Context: an optimization exercise on an open-source flow, tuned for small area and a short achievable clock period. The choices shown serve that exercise and are no tape-out recipe. The RTL was checked by simulation tests, not by an equivalence proof against the original design.

==> inputs of job 3108 <==
==> flow/design.v <==
module tpu_host_buffer #(
   parameter int ELEMS = 64
) (
   input  logic        clk,
   input  logic        rst_n,
   input  logic [7:0]  host_addr,
   input  logic [7:0]  host_wdata,
   input  logic        host_we,
   input  logic        host_start,
   output logic [7:0]  host_rdata,
   output logic        host_busy,
   output logic        host_done,
   output logic [7:0]  core_a_data,
   output logic [7:0]  core_b_data,
   output logic        core_valid,
   output logic        core_last,
   input  logic        core_ready,
   input  logic [15:0] res_data,
   input  logic        res_valid
);
   localparam int KW = $clog2(ELEMS);
   logic          stream_q, wait_q, done_q, busy_q, last_q;
   logic [KW-1:0] kp_q;           
   logic [KW:0]   r_q;            
   logic [7:0]    a_q, b_q;       
   logic [7:0]    rdata_q, rdata_n;
   logic [7:0]    a_mem   [ELEMS];
   logic [7:0]    b_mem   [ELEMS];
   logic [15:0]   res_mem [ELEMS];
   logic [KW-1:0] idx;
   logic          host_open, buf_we, res_we, start, r_full, adv, at_end;
   assign idx       = host_addr[KW-1:0];
   assign host_open = !stream_q && !wait_q;
   assign buf_we    = host_we && !host_addr[7] && host_open;
   assign start     = host_start && host_open;
   assign r_full    = r_q[KW];
   assign res_we    = res_valid && busy_q && !r_full;
   assign adv       = stream_q && core_ready;
   assign at_end    = (kp_q == '0);   
   always_ff @(posedge clk) begin
      if (buf_we && !host_addr[6])
         a_mem[idx] <= host_wdata;
      if (buf_we && host_addr[6])
         b_mem[idx] <= host_wdata;
      if (res_we)
         res_mem[r_q[KW-1:0]] <= res_data;
   end
   logic [ELEMS-1:0] hsel, ksel;
   logic [7:0]       ca_n, cb_n, cl_n, ch_n, an_n, bn_n;
   always_comb begin
      ca_n = '0; cb_n = '0; cl_n = '0; ch_n = '0; an_n = '0; bn_n = '0;
      for (int i = 0; i < ELEMS; i++) begin
         hsel[i] = (idx == KW'(i));
         ksel[i] = (kp_q == KW'(i));
         ca_n |= a_mem[i] & {8{hsel[i]}};
         cb_n |= b_mem[i] & {8{hsel[i]}};
         cl_n |= res_mem[i][7:0] & {8{hsel[i]}};
         ch_n |= res_mem[i][15:8] & {8{hsel[i]}};
         an_n |= a_mem[i] & {8{ksel[i]}};
         bn_n |= b_mem[i] & {8{ksel[i]}};
      end
   end
   always_comb begin
      unique case (host_addr[7:6])
         2'b00:   rdata_n = ca_n;
         2'b01:   rdata_n = cb_n;
         2'b10:   rdata_n = cl_n;
         default: rdata_n = ch_n;
      endcase
   end
   always_ff @(posedge clk or negedge rst_n) begin
      if (!rst_n) begin
         stream_q <= 1'b0;
         wait_q   <= 1'b0;
         done_q   <= 1'b0;
         busy_q   <= 1'b0;
         last_q   <= 1'b0;
         kp_q     <= '0;
         r_q      <= '0;
         a_q      <= '0;
         b_q      <= '0;
         rdata_q  <= '0;
      end else begin
         rdata_q <= rdata_n;
         if (start)
            r_q <= '0;
         else if (res_we)
            r_q <= r_q + 1'b1;
         if (start) begin
            stream_q <= 1'b1;
            busy_q   <= 1'b1;
            done_q   <= 1'b0;
            kp_q     <= KW'(1);
            last_q   <= 1'b0;
            a_q      <= (buf_we && host_addr[6:0] == 7'h00) ? host_wdata : a_mem[0];
            b_q      <= (buf_we && host_addr[6:0] == 7'h40) ? host_wdata : b_mem[0];
         end else if (stream_q) begin
            if (core_ready) begin
               if (at_end) begin
                  stream_q <= 1'b0;
                  wait_q   <= 1'b1;
                  a_q      <= '0;
                  b_q      <= '0;
               end else begin
                  a_q      <= an_n;
                  b_q      <= bn_n;
               end
               kp_q   <= kp_q + 1'b1;
               last_q <= (kp_q == KW'(ELEMS - 1));
            end
         end else if (wait_q) begin
            if (r_full) begin
               wait_q <= 1'b0;
               busy_q <= 1'b0;
               done_q <= 1'b1;
            end
         end else if (done_q && buf_we) begin
            done_q <= 1'b0;
         end
      end
   end
   assign host_rdata  = rdata_q;
   assign host_busy   = busy_q;
   assign host_done   = done_q;
   assign core_valid  = stream_q;
   assign core_last   = last_q;
   assign core_a_data = a_q;
   assign core_b_data = b_q;
endmodule
==> flow/run.sh <==
#!/bin/bash
# synth_recipe.tcl (not shown) runs the flow's synth.tcl, then flattens the netlist and writes it again
# the make line also repeats each setting of config.mk as NAME=value (left out here)
make -C /OpenROAD-flow-scripts/flow DESIGN_CONFIG=/design/flow/config.mk WORK_HOME=/design/flow/orfs CLKGATE_MAP_FILE= SYNTH_SCRIPT=/design/flow/synth_recipe.tcl finish
==> flow/config.mk <==
export PLATFORM = sky130hd
export DESIGN_NAME = tpu_host_buffer
export DESIGN_NICKNAME = tpu_host_buffer
export VERILOG_FILES = /design/flow/design.v
export SDC_FILE = /design/flow/constraint.sdc
export NUM_CORES = 4
export LEC_CHECK = 0
export ABC_CLOCK_PERIOD_IN_PS = 2800
export CAP_MARGIN = 20
export CORE_MARGIN = 2
export CORE_UTILIZATION = 55
export SETUP_SLACK_MARGIN = 3.2
export SLEW_MARGIN = 20
==> flow/constraint.sdc <==
create_clock -name core_clock -period 6.0 [get_ports {clk}]
set_input_delay 1.2000 -clock core_clock [delete_from_list [all_inputs] [get_ports {clk}]]
set_output_delay 1.2000 -clock core_clock [all_outputs]
set_load 0.01 [all_outputs]
==> job 8804: changes against job 3108 <==
--- a/flow/design.v
+++ b/flow/design.v
@@ -45,27 +45,12 @@
       if (res_we)
          res_mem[r_q[KW-1:0]] <= res_data;
    end
-   logic [ELEMS-1:0] hsel, ksel;
-   logic [7:0]       ca_n, cb_n, cl_n, ch_n, an_n, bn_n;
-   always_comb begin
-      ca_n = '0; cb_n = '0; cl_n = '0; ch_n = '0; an_n = '0; bn_n = '0;
-      for (int i = 0; i < ELEMS; i++) begin
-         hsel[i] = (idx == KW'(i));
-         ksel[i] = (kp_q == KW'(i));
-         ca_n |= a_mem[i] & {8{hsel[i]}};
-         cb_n |= b_mem[i] & {8{hsel[i]}};
-         cl_n |= res_mem[i][7:0] & {8{hsel[i]}};
-         ch_n |= res_mem[i][15:8] & {8{hsel[i]}};
-         an_n |= a_mem[i] & {8{ksel[i]}};
-         bn_n |= b_mem[i] & {8{ksel[i]}};
-      end
-   end
    always_comb begin
       unique case (host_addr[7:6])
-         2'b00:   rdata_n = ca_n;
-         2'b01:   rdata_n = cb_n;
-         2'b10:   rdata_n = cl_n;
-         default: rdata_n = ch_n;
+         2'b00:   rdata_n = a_mem[idx];
+         2'b01:   rdata_n = b_mem[idx];
+         2'b10:   rdata_n = res_mem[idx][7:0];
+         default: rdata_n = res_mem[idx][15:8];
       endcase
    end
    always_ff @(posedge clk or negedge rst_n) begin
@@ -102,8 +87,8 @@
                   a_q      <= '0;
                   b_q      <= '0;
                end else begin
-                  a_q      <= an_n;
-                  b_q      <= bn_n;
+                  a_q      <= a_mem[kp_q];
+                  b_q      <= b_mem[kp_q];
                end
                kp_q   <= kp_q + 1'b1;
                last_q <= (kp_q == KW'(ELEMS - 1));
ABC_CLOCK_PERIOD_IN_PS = unset   (was 2800)
CORE_UTILIZATION = 50   (was 55)
CTS_CLUSTER_DIAMETER = 60   (was unset)
CTS_CLUSTER_SIZE = 30   (was unset)
SETUP_SLACK_MARGIN = 3.3   (was 3.2)
TNS_END_PERCENT = 5   (was unset)
==> comparison <==
Job 8804 produced a clean layout. Job 3108 never finished: it broke off in 5_1_grt with GRT-0232.
Against job 8804, the synthesized cell count of job 3108 is higher by 10%.
In job 8804 the synthesized area is larger than in job 3108, by 3.7%.

==> what the ideal ports hide <==
How much do the figures lean on ideal ports? The routed layout below was timed once more, with nothing changed but the port constraints.
Step 1: set_driving_cell puts a clkbuf_16 on clk and a buf_2 on each other input, an assumption about the parent block.
Step 2 also shifts input and output timing later by t, the mid clock arrival at the registers, as if the neighbouring blocks saw the same clock.
Slacks: ideal / step 1 / step 2; pairs: ideal / step 1.
run: job 8804
t, ns: 0.944
setup WS [ns]: 2.904 / 2.653 / 1.710
worst setup path at the end: input to register
pins driven straight from the clock port: 1
After both steps setup and hold are still met in job 8804. The setup slack of job 8804 moves by -0.251 ns with the drivers and by -1.194 ns with both steps.
